Context: an optimization exercise on an open-source flow, tuned for small area, a short achievable clock period and few clock cycles per item. The choices shown serve that exercise and are no tape-out recipe.
At most, simulation tests tie the RTL to the original design; equivalence was not proved.
Only the layout flow was run in run 1; the RTL was not checked for function there.
No activity file was given, so power comes from the tool's default toggle rates.

==> flow/design.v, too long to show whole: its modules and the start of the top module <==
// module signed_int_alu_div_mod_core: 4417 lines
module signed_int_alu_div_mod_core (
    input  logic        i_clk,
    input  logic        i_rst_n,
    input  logic        i_valid,
    output logic        o_ready,
    input  logic [2:0]  i_command,
    input  logic [31:0] i_operand_a,
    input  logic [31:0] i_operand_b,
    output logic        o_valid,
    input  logic        i_ready,
    output logic [31:0] o_result,
    output logic        o_status
);
  // ...
==> flow/flow/run.sh <==
#!/bin/bash
set -euo pipefail
bash standard.sh synth > standard_synth.log 2>&1
cat >> config.mk <<'EOM'
export DONT_USE_CELLS += sky130_fd_sc_hd__clkdlybuf4s15_1 sky130_fd_sc_hd__clkdlybuf4s15_2 sky130_fd_sc_hd__clkdlybuf4s18_1 sky130_fd_sc_hd__clkdlybuf4s18_2 sky130_fd_sc_hd__clkdlybuf4s25_1 sky130_fd_sc_hd__clkdlybuf4s25_2 sky130_fd_sc_hd__clkdlybuf4s50_1 sky130_fd_sc_hd__clkdlybuf4s50_2 sky130_fd_sc_hd__dlygate4sd1_1 sky130_fd_sc_hd__dlygate4sd2_1 sky130_fd_sc_hd__dlygate4sd3_1 sky130_fd_sc_hd__dlymetal6s2s_1 sky130_fd_sc_hd__dlymetal6s4s_1 sky130_fd_sc_hd__dlymetal6s6s_1
EOM
bash standard.sh place > standard_place.log 2>&1
echo "export SETUP_SLACK_MARGIN = ${FLOW_MARGIN_NS:-6.8}" >> config.mk
bash standard.sh finish > standard_finish.log 2>&1
==> flow/standard.sh <==
#!/bin/bash
# synth_recipe.tcl (not shown) runs the flow's synth.tcl, then flattens the netlist and writes it again
# the make line also repeats each setting of config.mk as NAME=value (left out here)
make -C /OpenROAD-flow-scripts/flow DESIGN_CONFIG=/design/flow/config.mk WORK_HOME=/design/flow/orfs CLKGATE_MAP_FILE= SYNTH_SCRIPT=/design/flow/synth_recipe.tcl "${@:-finish}"
==> flow/config.mk <==
export PLATFORM = sky130hd
export DESIGN_NAME = signed_int_alu_div_mod_core
export DESIGN_NICKNAME = signed_int_alu_div_mod_core
export VERILOG_FILES = /design/flow/design.v
export SDC_FILE = /design/flow/constraint.sdc
export NUM_CORES = 4
export LEC_CHECK = 0
export ABC_AREA = 1
export CAP_MARGIN = 20
export CORE_MARGIN = 2
export CORE_UTILIZATION = 40
export CTS_CLUSTER_DIAMETER = 120
export CTS_CLUSTER_SIZE = 26
export SLEW_MARGIN = 20
export DONT_USE_CELLS += sky130_fd_sc_hd__clkdlybuf4s15_1 sky130_fd_sc_hd__clkdlybuf4s15_2 sky130_fd_sc_hd__clkdlybuf4s18_1 sky130_fd_sc_hd__clkdlybuf4s18_2 sky130_fd_sc_hd__clkdlybuf4s25_1 sky130_fd_sc_hd__clkdlybuf4s25_2 sky130_fd_sc_hd__clkdlybuf4s50_1 sky130_fd_sc_hd__clkdlybuf4s50_2 sky130_fd_sc_hd__dlygate4sd1_1 sky130_fd_sc_hd__dlygate4sd2_1 sky130_fd_sc_hd__dlygate4sd3_1 sky130_fd_sc_hd__dlymetal6s2s_1 sky130_fd_sc_hd__dlymetal6s4s_1 sky130_fd_sc_hd__dlymetal6s6s_1
export SETUP_SLACK_MARGIN = 6.8
==> flow/constraint.sdc <==
create_clock -name core_clock -period 10.0 [get_ports {i_clk}]
set_input_delay 2.0000 -clock core_clock [delete_from_list [all_inputs] [get_ports {i_clk}]]
set_output_delay 2.0000 -clock core_clock [all_outputs]
set_load 0.01 [all_outputs]
==> flow_summary.toml, run 1 <==
[status]
status = "no timing/DRC/antenna violations"

[place]
post-place-ws_ns = 5.28
dp_cells = 12300
gp_congestion = 0.894

[clock_tree]
tritoncts = "yes"
cts_resized = 205
clockRootBuffer = "clkbuf_16"

[worst_setup_path]
arrival_ns = 1.33
path_buf_inv = 1
max_stage_delay_ns = 0.42

[drt]
dr_wl_met2_mm = 102
drt_first_pass_iters = 6
met1Wirelength_mm = 91.3
routed_wirelength_mm = 212
dr.max_layer_used = "met5"

[synth]
muxShareOfSynthArea_pct = 0.0130
yosys.cell_types.count = 56
synthTopCellsByCount = "nand2_1, dfxtp_1, nand3_1"
synthFlopType = "dfxtp_1"
synth_compound_area_share_pct = 4.89
synth_nets = 10200
synth-seq-cells = 2449

[cells_and_area]
dominant_cells = "registers"
fin_nets = 10300
buffer_area_share_pct = 1.44
multi_input_gates = 6062

[power_and_ir_drop]
leakage_nw = 45.4
pwr-share-clk_pct = 19.7
top_power_group = "sequential cells"
switchingPower_mw = 8.46

[timing]
hold_viol = 0
layout_setup_ws_ns = 6.67
hold_slack_ns = 0.303
rsz0062_at_grt = "yes"

[floorplanning]
die_h_um = 470
tap_cells = 2854
core_area_um2 = 217000
io_pins = 106

[hold_path]
hold_path_end = "r_n22[2]"
hold_class = "reg -> reg"

[global_route]
grt_use_met3_pct = 2.21
grt_max_degree = 50
==> inputs of run 2 (changes only) <==
--- a/flow/design.v
+++ b/flow/design.v
@@ -4359,35 +4359,40 @@
     assign w_cy31[29] = w_gg31_77;
     assign w_cy31[30] = w_gg31_78;
     assign w_cy31[31] = w_gg31_79;
     assign w_c31 = w_gg31_80;
     assign w_s31 = w_p31 ^ w_cy31;
     assign w_sel31 = (w_m27 & r_n26[31]) | (w_dv27 & w_c31) | w_as27;
     assign w_r31 = w_sel31 ? w_s31 : w_x31;
     assign w_q31 = {r_n26[30:0], w_sel31};
-    logic        w_stp, r_vf, r_stf, r_gf;
-    logic [31:0] w_magp, r_magf;
-    assign w_stp  = r_t26[1] & ~|r_d26;
-    assign w_magp = (r_t26 == 2'd2) ? w_q31 : w_r31;
+    logic        r_v27, r_g27;
+    logic [1:0]  r_t27;
+    logic [31:0] r_d27, r_n27;
+    logic [31:0] r_r27;
     always_ff @(posedge i_clk) begin
-        if (!i_rst_n) r_vf <= 1'b0;
-        else r_vf <= r_v26;
-        r_stf  <= w_stp;
-        r_gf   <= r_g26;
-        r_magf <= w_magp;
+        if (!i_rst_n) r_v27 <= 1'b0;
+        else r_v27 <= r_v26;
+        r_t27 <= r_t26;
+        r_g27 <= r_g26;
+        r_d27 <= r_d26;
+        r_n27 <= w_q31;
+        r_r27 <= w_r31;
     end
-    logic [31:0] w_orm;
-    assign w_st  = r_stf;
+    logic        w_dz;
+    logic [31:0] w_mag, w_orm;
+    assign w_dz  = ~|r_d27;
+    assign w_st  = r_t27[1] & w_dz;
+    assign w_mag = (r_t27 == 2'd2) ? r_n27 : r_r27;
     assign w_orm[0] = 1'b0;
     generate for (gi = 1; gi < 32; gi = gi + 1) begin : g_orm
-        assign w_orm[gi] = |r_magf[gi-1:0];
+        assign w_orm[gi] = |w_mag[gi-1:0];
     end endgenerate
-    assign w_res = w_st ? 32'd0 : (r_magf ^ (w_orm & {32{r_gf}}));
-    assign w_end_v = r_vf;
+    assign w_res = w_st ? 32'd0 : (w_mag ^ (w_orm & {32{r_g27}}));
+    assign w_end_v = r_v27;
     assign w_rec   = w_end_v && (r_sv || (r_cnt != 5'd0));
     assign w_push  = w_end_v && !r_sv && (r_cnt == 5'd0);
     logic        n_ov, n_sv, n_end_v;
     logic [4:0]  n_cnt;
     always_comb begin
         n_ov = r_ov;
         n_sv = r_sv;
         if (!r_ov || i_ready) begin
==> flow_summary.toml, run 2 <==
[global_route]
grt_max_degree = 56
overflow = 0
grt_use_met3_pct = 2.00
grtUsageTotal_pct = 19.0
grt_util_met1_pct = 23.3
antenna_found_initial = 12
grt_pass1_wl_mm = 334
busiest_layer = "met2"
grtUsageMet2_pct = 33.5
grt_pass1_vias = 59200

[timing]
setup_viol = 0
hold_viol = 0
fin_setup_tns_ns = 0
fin_crit_sh_pct = 32.7
fin_crit_ns = 3.27
finalClockSkew_ns = 0.0580
drv_slew = 0
slew_headroom_pct = 9.33
layout_setup_ws_ns = 6.73
worst_pin_slew_ns = 1.36
rsz0062_at_grt = "yes"
max_freq_ghz = 0.306

[synth]
yosysSeqAreaShare_pct = 57.4
synthArstFlopShare_pct = 0
synth_edf_count = 0
synthTopCellsByCount = "nand2_1, dfxtp_1, nand3_1"
yosys-top-cells-area = "dfxtp_1, nand2_1, ha_1"
synth-seq-cells = 2514
yosys_warnings = 1
synthFlopType = "dfxtp_1"
yosys.cell_types.count = 53
synth_largest_area_cell = "dfxtp_1"
syn_avg_cell_area_um2 = 9.25
syn_inst = 9487
yosysMostFrequentCell = "nand2_1"
synth_nets = 10200
synth_area_um2 = 87700
yosysTopAreaCellShare_pct = 57.4

[worst_setup_path]
cp_max_fo = 2
start_kind = "flip-flop"
required_ns = 8.00
reg2reg_from = "r_d4[3]"
max_stage_delay_ns = 0.37
rrSetupSlack_ns = 6.73
path_buf_inv = 1
cp_top_family = "flip-flops"
r2r_cells = 23
startpoint = "r_od[22]"
arrival_ns = 1.27
cp.depth = 1
crit_slowest_cell = "dfxtp_4"
crit_path_end = "o_result[22]"
regToRegEndpoint = "r_r5[1]"
end_kind = "primary output"
critPathKind = "reg -> out"
cp_cell_sequence = "buf_6"

[floorplanning]
io_pins = 106
core_area_um2 = 218000
die_h_um = 472
dieArea_um2 = 223000
fp.dieW_um = 472
start_util_pct = 40.3
row_count = 171

[drt]
routed_wirelength_mm = 221
ant_nets = 0
vias_per_cell = 4.88
post-route-drc-count = 0
dr.first_iter.drc_count = 4058
dr_total_vias = 61600
wl_per_cell_um = 17.5
drt_first_pass_iters = 6

[cells_and_area]
layout_commonest_cell = "nand2_1"
design_area_um2 = 97100
area_delta_synth_final_pct = 10.6
n_fill_cell = 20500
drive_gt1_share_pct = 7.13
reg_top3 = "r_od: 33 flops, r_oh: 33 flops, r_sd: 33 flops"
layout_common_cells = "nand2_1, dfxtp_1, nand3_1"
seq_area_um2 = 50500
fin_nets = 10400
multiInputGateArea_um2 = 35000
utilization_pct = 44.6

[clock_tree]
clk_pin_slew_ns = 0.10
clk_path_buf_depth = 3
htree_levels = 3
clock_latency_ns = 0.81
cts_buffers = 107
tritoncts = "yes"
clockRootBuffer = "clkbuf_16"
clock_sinks = 2514

[power_and_ir_drop]
leakage_nw = 45.9
peakVddDrop_mv = 0.159
powerDensity_nw_per_um2 = 255

[place]
gp_congestion = 0.889
place_hpwl_mm = 165
io_buffers = 105
post-place-ws_ns = 4.78
placed_cell_area_um2 = 90900

[hold_path]
hold_path_depth = 0
hold_class = "reg -> reg"

[status]
status = "no timing/DRC/antenna violations"

[run]
cap_violations = 0
-- run 2: repair_timing --
action / 4_1_cts / 5_1_grt
cloned: 11 / 10
buffers inserted: 99 / 92
pin swaps: 62 / 71
endpoints found under the setup margin: 640 / 610
gates resized for setup: 372 / 237
hold buffers: 0 / 0
-- run 2: how the worst min path moves through the flow --
stage | start | end | slack [ns]
6_report | r_n15[16] | r_n16[17] | 0.30
5_1_grt | r_n13[3] | r_n14[4] | 0.31
4_1_cts | r_n15[5] | r_n16[6] | 0.29
3_5_place_dp | r_n0[24] | r_n1[26] | 0.31
3_3_place_gp | r_g15 | r_g16 | 0.31
2_1_floorplan | r_g0 | r_g1 | 0.31
-- run 2: through the flow --
step                std cells  power, mW  hold slack [ns]
finish                  12600       24.7            0.296
global route            12600       26.4            0.311
CTS                     12500       24.7            0.287
detailed placement      12300       19.5            0.312
global placement        12300       19.3            0.310
floorplan                9487       17.5            0.310
-- run 2: cell type report --
class	instances	share of cell area, %
inverters	791	3.12
multi-input cells	5987	36.1
flip-flops and latches	2514	52.0
clock buffers	109	2.80
repair buffers	339	2.14
clock inverters	9	0.156
diodes	10	0.0258
well taps	2854	3.68
repair inverters	5	0.0361
-- run 2: power breakdown --
group	switching [mW]	internal [mW]
registers	1.29	11.7
logic	4.16	2.66
clock network	3.00	1.97
-- run 2: logic make-up (layout without fill, tap and decap cells) --
kind of cell / after synthesis / after routing / share of synthesized area, %
compound gates: 815 / 815 / 5.15
xor+xnor: 228 / 228 / 2.28
fa+ha+maj: 623 / 623 / 9.85
buf+inv: 1001 / 1253 / 4.51
flops: 2514 / 2514 / 57.4
other cells: 0 / 10 / 0
simple gates: 4306 / 4321 / 20.8
-- run 2: routing by layer --
metal / vias to the layer above / routed length (µm)
met4: 2 / 11400
met5: - / 13
met3: 409 / 8060
met2: 1319 / 108000
met1: 28900 / 93500
li1: 30900 / -
Testbench counts of run 2, summed over its fixed seeds: cycles 24,232, items 24,000.

-- port drivers added, routing unchanged --
No port has a modelled driver above. Below, the same layouts with a new extraction and two added sets of constraints.
Step 1 assumes that a clkbuf_16 drives the clock port and a buf_2 every other input.
Step 2 adds t to the input delays and takes it off the output delays; t is the mean of the earliest and latest rising clock arrival at the registers after step 1. Input paths then give back, and output paths get back, about the clock's delay inside the block.
a / b / c = ideal / step 1 / step 2; a / b = the first two.
run	t, ns	setup slack, ns	worst hold slack (ns)	worst setup path after step 2
run 1	0.851	6.673 / 6.588 / 6.062	0.303 / 0.303 / 0.303	input to register
run 2	0.869	6.728 / 6.642 / 5.989	0.296 / 0.296 / 0.296	input to register
After both steps every run listed still meets setup and hold. The setup slack of run 2, which loses most, moves by -0.086 ns with the drivers and by -0.739 ns with both steps.
